Context: an optimization exercise on an open-source flow, tuned for small area and a short achievable clock period. The choices shown serve that exercise and are no tape-out recipe.
Only simulation tests tie the RTL to the original design; equivalence was not proved.
No activity file was given, so power comes from the tool's default toggle rates.

### flow/flow/run.sh
#!/bin/bash
# Standard ORFS layout with two changes: the resizer may swap a cell for any footprint,
# and the port buffers start as plain buffers instead of delay cells.
set -o pipefail
bash standard.sh MATCH_CELL_FOOTPRINT=0 "BUFFER_PORTS_ARGS=-buffer_cell sky130_fd_sc_hd__buf_2" finish > standard_flow.log 2>&1
### flow/standard.sh
#!/bin/bash
# synth_recipe.tcl (not shown) runs the flow's synth.tcl, then flattens the netlist and writes it again
# the make line also repeats each setting of config.mk as NAME=value (left out here)
make -C /OpenROAD-flow-scripts/flow DESIGN_CONFIG=/design/flow/config.mk WORK_HOME=/design/flow/orfs CLKGATE_MAP_FILE= SYNTH_SCRIPT=/design/flow/synth_recipe.tcl "${@:-finish}"
### flow/config.mk
export PLATFORM = sky130hd
export DESIGN_NAME = memoryManagementUnit
export DESIGN_NICKNAME = memoryManagementUnit
export VERILOG_FILES = /design/flow/design.v
export SDC_FILE = /design/flow/constraint.sdc
export NUM_CORES = 4
export LEC_CHECK = 0
export CAP_MARGIN = 20
export CORE_MARGIN = 2
export CORE_UTILIZATION = 58
export PLACE_DENSITY = 0.7
export SETUP_SLACK_MARGIN = 3.0
export SLEW_MARGIN = 20
export TNS_END_PERCENT = 0
### flow/constraint.sdc
create_clock -name core_clock -period 6.5 [get_ports {clock}]
set_input_delay 1.3000 -clock core_clock [delete_from_list [all_inputs] [get_ports {clock}]]
set_output_delay 1.3000 -clock core_clock [all_outputs]
set_load 0.01 [all_outputs]
### flow/design.v
`default_nettype none
`timescale 1ns/1ps
package mmuPkg;
	localparam int addressWidth = 32;
	localparam int pageOffsetWidth = 12;
	localparam int pageNumberWidth = 20;
	localparam int entryCount = 32;
	localparam int indexWidth = 5;
	localparam int firstRandomIndex = 4;
	typedef logic [pageNumberWidth-1:0] pageNumberT;
	typedef logic [indexWidth-1:0] entryIndexT;
	typedef struct packed {
		pageNumberT frameNumber;
		logic writeAllowed;
		logic valid;
	} entryValueT;
	typedef enum logic [0:0] {indexExplicit = 1'b0, indexSearch = 1'b1} indexSourceT;
	typedef enum logic [1:0] {
		highExplicit = 2'd0,
		highVirtualAddress = 2'd1,
		highReadEntry = 2'd2
	} highSourceT;
	typedef enum logic [1:0] {lowExplicit = 2'd0, lowMatchValue = 2'd1, lowReadEntry = 2'd2} lowSourceT;
	typedef enum logic [0:0] {badExplicit = 1'b0, badVirtualAddress = 1'b1} badSourceT;
	typedef enum logic [2:0] {
		registerIndex = 3'd1,
		registerEntryHigh = 3'd2,
		registerEntryLow = 3'd3,
		registerBadAddress = 3'd4
	} specialRegisterT;
endpackage
`default_nettype wire
`default_nettype none
`timescale 1ns/1ps
module tlbEntryStore (
	input wire logic clock,
	input wire logic reset,
	input wire mmuPkg::pageNumberT searchKey,
	output logic found,
	output mmuPkg::entryIndexT matchIndex,
	output mmuPkg::entryValueT matchValue,
	input wire logic [mmuPkg::entryCount-1:0] accessSelect,
	output mmuPkg::pageNumberT readKey,
	output mmuPkg::entryValueT readValue,
	input wire mmuPkg::pageNumberT writeKey,
	input wire mmuPkg::entryValueT writeValue,
	input wire logic writeEnable
);
	localparam int n = mmuPkg::entryCount;
	mmuPkg::pageNumberT keys [0:n-1];
	logic [mmuPkg::pageNumberWidth+1:0] values [0:n-1];
	mmuPkg::pageNumberT loadKey;
	logic [mmuPkg::pageNumberWidth+1:0] loadValue;
	logic [n-1:0] loadEntry;
	assign loadKey = writeKey & {mmuPkg::pageNumberWidth{!reset}};
	assign loadValue = writeValue & {(mmuPkg::pageNumberWidth + 2){!reset}};
	assign loadEntry = {n{reset}} | ({n{writeEnable}} & accessSelect);
	always_ff @(posedge clock) begin
		for (int i = 0; i < n; i++) begin
			if (loadEntry[i]) begin
				keys[i] <= loadKey;
				values[i] <= loadValue;
			end
		end
	end
	localparam int groupSize = 4;
	localparam int groupCount = n / groupSize;
	logic [n-1:0] hits;
	always_comb begin
		for (int i = 0; i < n; i++) begin
			hits[i] = (keys[i] == searchKey);
		end
	end
	assign found = |hits;
	localparam int levels = mmuPkg::indexWidth;
	localparam int nodeCount = 2 * n - 1;
	logic treeHit [0:nodeCount-1];
	logic [mmuPkg::pageNumberWidth+1:0] treeValue [0:nodeCount-1];
	logic [mmuPkg::indexWidth-1:0] treeIndex [0:nodeCount-1];
	function automatic int levelStart(input int level);
		int start;
		start = 0;
		for (int l = 0; l < level; l++) begin
			start = start + (n >> l);
		end
		levelStart = start;
	endfunction
	always_comb begin
		for (int i = 0; i < n; i++) begin
			treeHit[i] = hits[i];
			treeValue[i] = (i == n - 1) ? (hits[i] ? values[i] : '0) : values[i];
			treeIndex[i] = '0;
		end
		for (int level = 1; level <= levels; level++) begin
			for (int j = 0; j < (n >> level); j++) begin
				treeHit[levelStart(level) + j] =
					treeHit[levelStart(level - 1) + 2*j] | treeHit[levelStart(level - 1) + 2*j + 1];
				treeValue[levelStart(level) + j] = treeHit[levelStart(level - 1) + 2*j] ?
					treeValue[levelStart(level - 1) + 2*j] : treeValue[levelStart(level - 1) + 2*j + 1];
				treeIndex[levelStart(level) + j] = treeHit[levelStart(level - 1) + 2*j] ?
					treeIndex[levelStart(level - 1) + 2*j] : treeIndex[levelStart(level - 1) + 2*j + 1];
				treeIndex[levelStart(level) + j][level - 1] = !treeHit[levelStart(level - 1) + 2*j];
			end
		end
	end
	assign matchValue = treeValue[nodeCount-1];
	assign matchIndex = treeIndex[nodeCount-1];
	always_comb begin
		readKey = '0;
		readValue = '0;
		for (int i = 0; i < n; i++) begin
			readKey = readKey | (accessSelect[i] ? keys[i] : '0);
			readValue = readValue | (accessSelect[i] ? values[i] : '0);
		end
	end
endmodule
`default_nettype wire
`default_nettype none
`timescale 1ns/1ps
module tlbRegisterFile (
	input wire logic clock,
	input wire logic reset,
	input wire logic [mmuPkg::addressWidth-1:0] virtualAddress,
	input wire logic randomizeEntryIndex,
	input wire logic writeEntryEnable,
	input wire logic [mmuPkg::addressWidth-1:0] specialRegisterExplicitWriteValue,
	input wire logic tlbIndexWriteEnable,
	input wire logic tlbIndexDataSource,
	input wire logic tlbEntryHighWriteEnable,
	input wire logic [1:0] tlbEntryHighDataSource,
	input wire logic tlbEntryLowWriteEnable,
	input wire logic [1:0] tlbEntryLowDataSource,
	input wire logic tlbBadAddressWriteEnable,
	input wire logic tlbBadAddressDataSource,
	input wire logic [2:0] readIndex,
	output logic [mmuPkg::addressWidth-1:0] readValue,
	input wire logic found,
	input wire mmuPkg::entryIndexT matchIndex,
	input wire mmuPkg::entryValueT matchValue,
	input wire mmuPkg::pageNumberT readKey,
	input wire mmuPkg::entryValueT readEntryValue,
	input wire mmuPkg::entryIndexT randomIndex,
	output logic [mmuPkg::entryCount-1:0] accessSelect,
	output mmuPkg::pageNumberT writeKey,
	output mmuPkg::entryValueT writeValue,
	output logic writeEnable
);
	mmuPkg::entryIndexT indexRegister;
	logic invalidIndex;
	mmuPkg::pageNumberT entryHigh;
	mmuPkg::entryValueT entryLow;
	logic [mmuPkg::addressWidth-1:0] badAddress;
	always_ff @(posedge clock) begin
		if (reset) begin
			indexRegister <= '0;
			invalidIndex <= 1'b0;
		end else if (tlbIndexWriteEnable) begin
			case (tlbIndexDataSource)
				mmuPkg::indexExplicit: begin
					indexRegister <= specialRegisterExplicitWriteValue[mmuPkg::indexWidth-1:0];
					invalidIndex <= 1'b0;
				end
				mmuPkg::indexSearch: begin
					indexRegister <= found ? matchIndex : '0;
					invalidIndex <= !found;
				end
				default: begin
				end
			endcase
		end
	end
	always_ff @(posedge clock) begin
		if (reset) begin
			entryHigh <= '0;
		end else if (tlbEntryHighWriteEnable) begin
			case (tlbEntryHighDataSource)
				mmuPkg::highExplicit: begin
					entryHigh <= specialRegisterExplicitWriteValue[mmuPkg::addressWidth-1:mmuPkg::pageOffsetWidth];
				end
				mmuPkg::highVirtualAddress: begin
					entryHigh <= virtualAddress[mmuPkg::addressWidth-1:mmuPkg::pageOffsetWidth];
				end
				mmuPkg::highReadEntry: begin
					entryHigh <= readKey;
				end
				default: begin
				end
			endcase
		end
	end
	always_ff @(posedge clock) begin
		if (reset) begin
			entryLow <= '0;
		end else if (tlbEntryLowWriteEnable) begin
			case (tlbEntryLowDataSource)
				mmuPkg::lowExplicit: begin
					entryLow.frameNumber <=
						specialRegisterExplicitWriteValue[mmuPkg::addressWidth-1:mmuPkg::pageOffsetWidth];
					entryLow.writeAllowed <= specialRegisterExplicitWriteValue[1];
					entryLow.valid <= specialRegisterExplicitWriteValue[0];
				end
				mmuPkg::lowMatchValue: begin
					entryLow <= matchValue;
				end
				mmuPkg::lowReadEntry: begin
					entryLow <= readEntryValue;
				end
				default: begin
				end
			endcase
		end
	end
	always_ff @(posedge clock) begin
		if (reset) begin
			badAddress <= '0;
		end else if (tlbBadAddressWriteEnable) begin
			case (tlbBadAddressDataSource)
				mmuPkg::badExplicit: begin
					badAddress <= specialRegisterExplicitWriteValue;
				end
				mmuPkg::badVirtualAddress: begin
					badAddress <= virtualAddress;
				end
				default: begin
				end
			endcase
		end
	end
	logic [mmuPkg::entryCount-1:0] indexSelect;
	logic [mmuPkg::entryCount-1:0] randomSelect;
	always_comb begin
		for (int i = 0; i < mmuPkg::entryCount; i++) begin
			indexSelect[i] = (indexRegister == mmuPkg::entryIndexT'(i));
			randomSelect[i] = (i >= mmuPkg::firstRandomIndex) && (randomIndex == mmuPkg::entryIndexT'(i));
		end
	end
	assign accessSelect = randomizeEntryIndex ? randomSelect : indexSelect;
	assign writeKey = entryHigh;
	assign writeValue = entryLow;
	assign writeEnable = writeEntryEnable;
	always_comb begin
		case (readIndex)
			mmuPkg::registerIndex: begin
				readValue = {invalidIndex, {(mmuPkg::addressWidth - 1 - mmuPkg::indexWidth){1'b0}}, indexRegister};
			end
			mmuPkg::registerEntryHigh: begin
				readValue = {entryHigh, {mmuPkg::pageOffsetWidth{1'b0}}};
			end
			mmuPkg::registerEntryLow: begin
				readValue = {
					entryLow.frameNumber,
					{(mmuPkg::pageOffsetWidth - 2){1'b0}},
					entryLow.writeAllowed,
					entryLow.valid
				};
			end
			mmuPkg::registerBadAddress: begin
				readValue = badAddress;
			end
			default: begin
				readValue = '0;
			end
		endcase
	end
endmodule
`default_nettype wire
`default_nettype none
`timescale 1ns/1ps
module translationUnit (
	input wire logic clock,
	input wire logic reset,
	input wire logic [mmuPkg::addressWidth-1:0] virtualAddress,
	input wire logic affectRandomIndexCounter,
	output logic tlbMiss,
	output logic [mmuPkg::addressWidth-1:0] physicalAddress,
	output logic physicalAddressWriteAllowed,
	output logic physicalAddressValid,
	input wire logic found,
	input wire mmuPkg::entryValueT matchValue,
	output mmuPkg::pageNumberT searchKey,
	output mmuPkg::entryIndexT randomIndex
);
	logic directMapped;
	mmuPkg::pageNumberT frameNumber;
	mmuPkg::entryIndexT randomIndexCounter;
	assign directMapped = &virtualAddress[mmuPkg::addressWidth-1 -: 2];
	assign searchKey = virtualAddress[mmuPkg::addressWidth-1:mmuPkg::pageOffsetWidth];
	assign frameNumber = directMapped ?
		{2'b00, virtualAddress[mmuPkg::addressWidth-3:mmuPkg::pageOffsetWidth]} :
		matchValue.frameNumber;
	always_ff @(posedge clock) begin
		if (reset) begin
			tlbMiss <= 1'b0;
		end else begin
			tlbMiss <= !directMapped && !found;
		end
	end
	always_ff @(posedge clock) begin
		physicalAddress <= {frameNumber, virtualAddress[mmuPkg::pageOffsetWidth-1:0]};
		physicalAddressWriteAllowed <= directMapped || matchValue.writeAllowed;
		physicalAddressValid <= directMapped || matchValue.valid;
	end
	always_ff @(posedge clock) begin
		if (reset) begin
			randomIndexCounter <= mmuPkg::entryIndexT'(mmuPkg::firstRandomIndex);
		end else if (affectRandomIndexCounter && !directMapped) begin
			if (randomIndexCounter == mmuPkg::entryIndexT'(mmuPkg::entryCount - 1)) begin
				randomIndexCounter <= mmuPkg::entryIndexT'(mmuPkg::firstRandomIndex);
			end else begin
				randomIndexCounter <= randomIndexCounter + 1'b1;
			end
		end
	end
	assign randomIndex = randomIndexCounter;
endmodule
`default_nettype wire
`default_nettype none
`timescale 1ns/1ps
module memoryManagementUnit (
	input wire logic clock,
	input wire logic reset,
	input wire logic [mmuPkg::addressWidth-1:0] virtualAddress,
	input wire logic affectRandomIndexCounter,
	output logic tlbMiss,
	output logic [mmuPkg::addressWidth-1:0] physicalAddress,
	output logic physicalAddressWriteAllowed,
	output logic physicalAddressValid,
	input wire logic randomizeEntryIndex,
	input wire logic writeEntryEnable,
	input wire logic [2:0] specialRegisterReadIndex,
	output logic [mmuPkg::addressWidth-1:0] specialRegisterReadValue,
	input wire logic [mmuPkg::addressWidth-1:0] specialRegisterExplicitWriteValue,
	input wire logic tlbIndexWriteEnable,
	input wire logic tlbIndexDataSource,
	input wire logic tlbEntryHighWriteEnable,
	input wire logic [1:0] tlbEntryHighDataSource,
	input wire logic tlbEntryLowWriteEnable,
	input wire logic [1:0] tlbEntryLowDataSource,
	input wire logic tlbBadAddressWriteEnable,
	input wire logic tlbBadAddressDataSource
);
	mmuPkg::pageNumberT searchKey;
	logic found;
	mmuPkg::entryIndexT matchIndex;
	mmuPkg::entryValueT matchValue;
	logic [mmuPkg::entryCount-1:0] accessSelect;
	mmuPkg::pageNumberT readKey;
	mmuPkg::entryValueT readValue;
	mmuPkg::pageNumberT writeKey;
	mmuPkg::entryValueT writeValue;
	logic writeEnable;
	mmuPkg::entryIndexT randomIndex;
	tlbEntryStore entryStore (
		.clock(clock),
		.reset(reset),
		.searchKey(searchKey),
		.found(found),
		.matchIndex(matchIndex),
		.matchValue(matchValue),
		.accessSelect(accessSelect),
		.readKey(readKey),
		.readValue(readValue),
		.writeKey(writeKey),
		.writeValue(writeValue),
		.writeEnable(writeEnable)
	);
	tlbRegisterFile registerFile (
		.clock(clock),
		.reset(reset),
		.virtualAddress(virtualAddress),
		.randomizeEntryIndex(randomizeEntryIndex),
		.writeEntryEnable(writeEntryEnable),
		.specialRegisterExplicitWriteValue(specialRegisterExplicitWriteValue),
		.tlbIndexWriteEnable(tlbIndexWriteEnable),
		.tlbIndexDataSource(tlbIndexDataSource),
		.tlbEntryHighWriteEnable(tlbEntryHighWriteEnable),
		.tlbEntryHighDataSource(tlbEntryHighDataSource),
		.tlbEntryLowWriteEnable(tlbEntryLowWriteEnable),
		.tlbEntryLowDataSource(tlbEntryLowDataSource),
		.tlbBadAddressWriteEnable(tlbBadAddressWriteEnable),
		.tlbBadAddressDataSource(tlbBadAddressDataSource),
		.readIndex(specialRegisterReadIndex),
		.readValue(specialRegisterReadValue),
		.found(found),
		.matchIndex(matchIndex),
		.matchValue(matchValue),
		.readKey(readKey),
		.readEntryValue(readValue),
		.randomIndex(randomIndex),
		.accessSelect(accessSelect),
		.writeKey(writeKey),
		.writeValue(writeValue),
		.writeEnable(writeEnable)
	);
	translationUnit translator (
		.clock(clock),
		.reset(reset),
		.virtualAddress(virtualAddress),
		.affectRandomIndexCounter(affectRandomIndexCounter),
		.tlbMiss(tlbMiss),
		.physicalAddress(physicalAddress),
		.physicalAddressWriteAllowed(physicalAddressWriteAllowed),
		.physicalAddressValid(physicalAddressValid),
		.found(found),
		.matchValue(matchValue),
		.searchKey(searchKey),
		.randomIndex(randomIndex)
	);
endmodule
`default_nettype wire
==> metrics.cfg, run 1 <==
[timing]
fin_crit_ns=4.03
final_hold_viol_count=0
drv_slew=0
setup_viol=0
fin_tns_setup_ns=0
skew_ns=0.0336
rsz0062_at_grt=true
max_freq_mhz=248
finalCritPeriodShare_pct=62.0
worst_slew_pin_slew_ns=1.32
relSlewSlack_pct=11.8

[setup_path]
path_cells=or3b_1, and2_4, nor3_2, buf_4, a222oi_1, nand4_1, o31ai_4, a21oi_1, a21oi_1, o21ai_1
required_ns=7.14
cp_slowest_stage_delay_ns=0.72
critPathMostFrequentCell=a21oi_1
critical_path_class=reg -> reg
crit_arrival_ns=4.67
path_max_fanout=20
cp_slowest_cell=nand4_1
critical_path.top_delay_family=compound AO/OA/AOI/OAI gates
start_kind=register
cp_num_buf_inv=1
cp-end-kind=register

[floorplanning]
die_x_um=346
dieArea_um2=119000
start_util_pct=58.3
core_area_um2=116000
die_h_um=346
num_rows=125
io_pins=149

[status]
status=complete, no violations

[placement]
portBuffers=148
gp_congestion=1.13
place_area_um2=71900
place_hpwl_um=235000

[synthesis]
synth_cell_types=84
postSynth.asyncResetShare_pct=0
synth_top_area_share_pct=59.6
yosys_warnings=8
synth-main-ff-cell=edfxtp_1
syn_nets=5107
ys_ff_latch=1464
synth_top_area_cell=edfxtp_1
synth_edf_count=1344
syn_area_um2=67700
synth_top_cells_by_area=edfxtp_1 60%, xnor2_1 4.7%, a22oi_1 3.7%
netlist_instances=5017
synth.yosys.seq_area_share_pct=63.2
avgSynthCellArea_um2=13.5

[routing]
drtIter0Drc=15500
wl_per_cell_um=53.0
num_vias=61300
drc=0
ant_nets=0
first_pass_iters=14
vias_per_cell=8.65
detail_route.wirelength_um=376000

[clock_network]
cts_buffers=153
clock-root-buffer=clkbuf_16
insertion_delay_ns=0.81
clock-sinks=1464
htree_levels=4
clkTransAtPathRegs_ns=0.06
clockBufferDepth=3
cts_tree=built

[pwr]
p_leak_nw=29.7
vdd_drop_max_v=0.000290
power_density_nw_per_um2=280

[global_route]
overflow=0
grt_pass1_vias=54200
grt_max_degree=69
antenna_found_initial=42
grt_pass1_wl_um=484000
grt.total_usage_pct=60.9

[final_layout]
final_nets=5494
drive_above_1_share_pct=22.2
area_growth_pct=20.3
layout_commonest_cell=edfxtp_1
mostFrequentLayoutCells=1344 x edfxtp_1, 334 x a22oi_1, 324 x xnor2_1, 300 x buf_4, 253 x xor2_1
fin_area_um2=81500
num-fill-cells=7938

[run]
max_cap_viol_count=0

[min_path]
hold_class=reg -> reg

state kept, by name (all words and copies together) (netlist names):
name and count:
registerFile.badAddress 32, entryStore.keys 640, translator.physicalAddressWriteAllowed 1, registerFile.invalidIndex 1
registerFile.indexRegister 5, entryStore.values 704, registerFile.entryLow 22, translator.physicalAddress 32
registerFile.entryHigh 20, translator.randomIndexCounter 5, translator.physicalAddressValid 1, translator.tlbMiss 1
worst reg2reg max path, stage by stage, from the launching register on:
cell and delay, ns:
dfxtp_1 0.67, or3b_1 0.23, and2_4 0.35, nor3_2 0.10
buf_4 0.28, a222oi_1 0.53, nand4_1 0.72, o31ai_4 0.62
a21oi_1 0.15, a21oi_1 0.16, o21ai_1 0.07
kinds of logic (layout without fill, tap and decap cells):
| kind of cell | count (synthesis) | in the layout | synth area share (%) |
|---|---|---|---|
| adders and majority gates | 8 | 8 | 0.148 |
| DFF | 1464 | 1464 | 63.2 |
| AOI/OAI and AO/OA | 1305 | 1307 | 14.5 |
| other | 0 | 41 | 0 |
| and+or+nand+nor | 1004 | 1004 | 7.85 |
| muxes | 203 | 204 | 3.05 |
| xor gates and xnor gates | 640 | 640 | 8.28 |
| buffers and inverters | 393 | 898 | 2.97 |
final timing paths:
| kind | from | end | slack (ns) | cells after the start |
|---|---|---|---|---|
| setup / recovery | registerFile.indexRegister[2] | registerFile.entryHigh[6] | 2.47 | 10 |
| hold / removal | registerFile.entryHigh[12] | registerFile.entryHigh[12] | 0.47 | 2 |
| setup reg to reg | registerFile.indexRegister[2] | registerFile.entryHigh[6] | 2.47 | 10 |
| hold reg to reg | registerFile.entryHigh[12] | registerFile.entryHigh[12] | 0.47 | 2 |
metrics by stage:
stage / util [%] / total power (W) / std cells / hold slack (ns) / setup WS, ns
floorplan: - / 0.0123 / 5017 / 0.435 / 2.75
global placement: 61.9 / 0.0134 / 6609 / 0.452 / -0.0515
detailed placement: 62.0 / 0.0135 / 6613 / 0.458 / 0.662
CTS: 68.7 / 0.0223 / 6994 / 0.468 / 2.79
global route: 70.1 / 0.0229 / 7061 / 0.491 / 2.65
finish: 70.2 / 0.0228 / 7090 / 0.469 / 2.47
power breakdown:
group          switching [W]  total (W)  internal (W)
Combinational        0.00175    0.00245      0.000699
Clock                0.00395    0.00897       0.00502
Sequential          0.000521     0.0114        0.0109
Total                0.00622     0.0228        0.0166
what timing repair did:
| item | CTS | global route |
|---|---|---|
| hold buffers | 0 | 0 |
| endpoints found under the setup margin | 1138 | 562 |
| pin swaps | 54 | 64 |
| gates cloned | 13 | 3 |
| resized for setup | 358 | 179 |
| setup buffers | 92 | 52 |
routing by layer:
metal / GRT usage [%] / share of wire, % / vias up
met5: 13.7 / 0.91 / -
met2: 74.5 / 35 / 8688
li1: - / - / 20900
met3: 44.9 / 23 / 2497
met4: 39.7 / 9.8 / 86
met1: 72.9 / 31 / 29200
Yosys cell counts, drive strengths merged (24+ instances only):
| cell type | number |
|---|---|
| a211oi | 78 |
| a21o | 48 |
| a21oi | 111 |
| a221oi | 172 |
| a222oi | 54 |
| a22o | 131 |
| a22oi | 335 |
| a31oi | 35 |
| and2 | 43 |
| buf | 214 |
| clkbuf | 161 |
| dfxtp | 120 |
| edfxtp | 1344 |
| mux2i | 187 |
| nand2 | 238 |
| nand3 | 142 |
| nand4 | 165 |
| nor2 | 108 |
| nor2b | 45 |
| nor3 | 87 |
| nor4 | 90 |
| o211ai | 43 |
| o21a | 24 |
| o21ai | 94 |
| o22ai | 64 |
| xnor2 | 364 |
| xor2 | 276 |
cell type report:
class | instances | area, µm² | area share (%)
Antenna cell | 41 | 103 | 0.126
Clock buffer | 186 | 4050 | 4.97
Clock inverter | 90 | 941 | 1.15
Inverter | 18 | 67.6 | 0.0829
Multi-Input combinational cell | 3163 | 25500 | 31.3
Sequential cell | 1464 | 42800 | 52.5
Tap cell | 1524 | 1910 | 2.34
Timing Repair Buffer | 604 | 6100 | 7.49
==> run 2, diff against run 1 <==
--- a/flow/config.mk
+++ b/flow/config.mk
@@ -9,4 +9,4 @@
 export CORE_MARGIN = 2
-export CORE_UTILIZATION = 58
-export PLACE_DENSITY = 0.7
+export CORE_UTILIZATION = 52
+export PLACE_DENSITY = 0.65
 export SETUP_SLACK_MARGIN = 3.0
==> metrics.cfg, run 2 <==
[status]
status=complete, no violations

[routing]
vias_per_cell=8.13
first_pass_iters=12
drc=0
ant_nets=0
drtIter0Drc=14600
wl_per_cell_um=51.9
detail_route.wirelength_um=387000
num_vias=60700

[final_layout]
largestRegisters=entryStore.values (704), entryStore.keys (640)
mostFrequentLayoutCells=1344 x edfxtp_1, 444 x buf_4, 333 x a22oi_1, 321 x xnor2_1, 251 x xor2_1
multi_input_area_um2=25300
drive_above_1_share_pct=24.0
num-fill-cells=9559
seq_area_um2=42800
top_register=entryStore.values
final_nets=5643
largest_register_ffs=704
layout_commonest_cell=edfxtp_1
area_growth_pct=22.7

[min_path]
hold_path_end=registerFile.entryHigh[9]
hold_class=reg -> reg
min_from=registerFile.entryHigh[9]
hold_depth=2

[synthesis]
synth_compound_area_share_pct=14.5
synth_xor_area_share_pct=8.28
yosys_warnings=8
synth.area.mux_share_pct=3.05
synth-simple-area-share_pct=7.85
synth_cell_types=84
synth_top_cells_by_area=edfxtp_1 60%, xnor2_1 4.7%, a22oi_1 3.7%
netlist_instances=5017
synth_edf_count=1344
synth_top_family_by_area=compound AO/OA/AOI/OAI gates
synth_top_area_share_pct=59.6
syn_area_um2=67700
ys_ff_latch=1464
avgSynthCellArea_um2=13.5
synth.most_common_cell=edfxtp_1
synthTopCellsByCount=1344 x edfxtp_1, 364 x xnor2_1, 335 x a22oi_1, 276 x xor2_1, 236 x nand2_1
postSynth.asyncResetShare_pct=0
synth.yosys.seq_area_share_pct=63.2
synthAdderAreaFrac_pct=0.148
synth-main-ff-cell=edfxtp_1
synth_top_area_cell=edfxtp_1
syn_nets=5107

[pwr]
power_density_nw_per_um2=281
vdd_drop_max_v=0.000257
p_leak_nw=30.4

[setup_path]
critical_path_class=reg -> reg
cp-end-kind=register
crit_arrival_ns=4.85
r2r-start=registerFile.indexRegister[3]
cp_num_buf_inv=2
path_max_fanout=19
path_cells=or4_1, nor3b_2, buf_4, a222oi_1, nand4_1, o41ai_2, buf_4, a21oi_1, a21oi_1, o21ai_1
r2r-end=registerFile.entryHigh[18]
start_kind=register
cp_slowest_cell=nand4_1
critical_path.top_delay_family=compound AO/OA/AOI/OAI gates
ff2ff_setup_slack_ns=2.36
r2r_cells=10
required_ns=7.21
cp_slowest_stage_delay_ns=0.79
cp-startpoint=registerFile.indexRegister[3]

[timing]
skew_ns=0.0443
rsz0062_at_grt=true
fin_tns_setup_ns=0
finalCritPeriodShare_pct=63.7
setup_viol=0
fin_crit_ns=4.14
max_freq_mhz=241
drv_slew=0
whs_ns=0.468
worst_slew_pin_slew_ns=1.29
final_hold_viol_count=0
relSlewSlack_pct=14.0

[clock_network]
clock-sinks=1464
cts_buffers=155
clock-root-buffer=clkbuf_16
clkTransAtPathRegs_ns=0.07
clockBufferDepth=3
htree_levels=4
insertion_delay_ns=0.86
cts_tree=built

[floorplanning]
core_area_um2=129000
die_h_um=365
start_util_pct=52.4
num_rows=132
dieArea_um2=133000
die_x_um=365
io_pins=149

[global_route]
antenna_found_initial=35
grt_pass1_vias=53200
grt_max_degree=65
overflow=0
grt_pass1_wl_um=493000
grt.total_usage_pct=56.6

[placement]
portBuffers=148
place_hpwl_um=249000
gp_congestion=1.11

[run]
max_cap_viol_count=0

## run 2: cell counts after synthesis
No cell type changed its count.
## run 2: where the power goes
group          switching, W  leakage (nW)  internal [W]
Clock               0.00417          2.56       0.00531
Combinational       0.00176          13.1      0.000743
Sequential         0.000498          14.8        0.0109
## run 2: through the flow
stage / util [%] / power (W) / instance area [µm²] / std cells / setup slack [ns]
after floorplan: - / 0.0123 / 68000 / 5017 / 2.75
after global placement: 56.3 / 0.0135 / 72800 / 6906 / 0.254
after detailed placement: 56.4 / 0.0135 / 72900 / 6908 / 0.321
after CTS: 63.0 / 0.0229 / 81500 / 7328 / 2.80
after global routing: 64.2 / 0.0235 / 83000 / 7434 / 2.58
final: 64.2 / 0.0234 / 83100 / 7464 / 2.36
## run 2: cell families (layout without fill, tap and decap cells)
group,count (synthesis),in the layout
buffers and inverters,393,1058
and+or+nand+nor,1004,1005
adders and majority gates,8,8
AOI/OAI and AO/OA,1305,1306
DFF,1464,1464
xor gates and xnor gates,640,640
muxes,203,203
other,0,38
## run 2: worst max path at each step
| stage | to | cells past startpoint |
|---|---|---|
| 2_1_floorplan | registerFile.entryLow[2] | 12 |
| 3_3_place_gp | registerFile.indexRegister[0] | 14 |
| 3_5_place_dp | translator.physicalAddress[16] | 15 |
| 4_1_cts | registerFile.entryLow[4] | 13 |
| 5_1_grt | registerFile.entryLow[4] | 18 |
| 6_report | registerFile.entryHigh[18] | 10 |
## run 2: final cells by class
cell class,instances,area share (%)
Clock inverter,92,1.33
Tap cell,1742,2.62
Clock buffer,196,5.04
Inverter,18,0.0813
Multi-Input combinational cell,3162,30.5
Sequential cell,1464,51.5
Antenna cell,38,0.114
Timing Repair Buffer,752,8.85
## run 2: routing by layer
layer	track usage (%)	routed length (µm)	vias up
li1	-	-	21200
met1	69.5	129000	29600
met2	69.8	139000	7889
met3	40.7	85500	2017
met4	34.2	32300	48
met5	4.58	1130	-
## run 2: repair_timing
action | CTS | global route
endpoints found under the hold margin | 0 | 0
pin swaps | 55 | 46
resized for setup | 435 | 90
gates cloned | 14 | 5
hold buffers | 0 | 0
setup buffers | 118 | 93
endpoints found under the setup margin | 1120 | 291
## run 2: worst reg2reg max path, delay by kind of cell, from the launching register on
family / cells / cell delay [ns]
compound gates: 5 / 1.47
buf+inv: 2 / 0.59
flops: 1 / 0.60
simple gates: 3 / 1.35

what the ideal ports hide:
How much do the figures lean on ideal ports? The routed layouts below were timed once more, with nothing changed but the port constraints. Step 1 sets driving cells, clkbuf_16 on the clock port and buf_2 on the other inputs (assumed; they add their load-dependent delay and slew). Step 2 also shifts input and output timing later by t, the mid clock arrival at the registers, as if the neighbouring blocks saw the same clock. Three values: ideal ports, drivers, drivers and shift; two values: the first two.
run	t, ns	slack for setup (ns)	hold WS [ns]	clock arrival spread, ns	slew at the worst register clock pin (ns)
run 1	0.869	2.469 / 2.392 / 1.523	0.469 / 0.469 / 0.469	0.038 / 0.039	0.08 / 0.08
run 2	0.909	2.358 / 2.276 / 1.367	0.468 / 0.468 / 0.468	0.044 / 0.044	0.07 / 0.07
After both steps setup and hold are still met in every run listed. For run 2, which loses most, drivers alone change the setup slack by -0.082 ns; drivers and shift together by -0.991 ns.
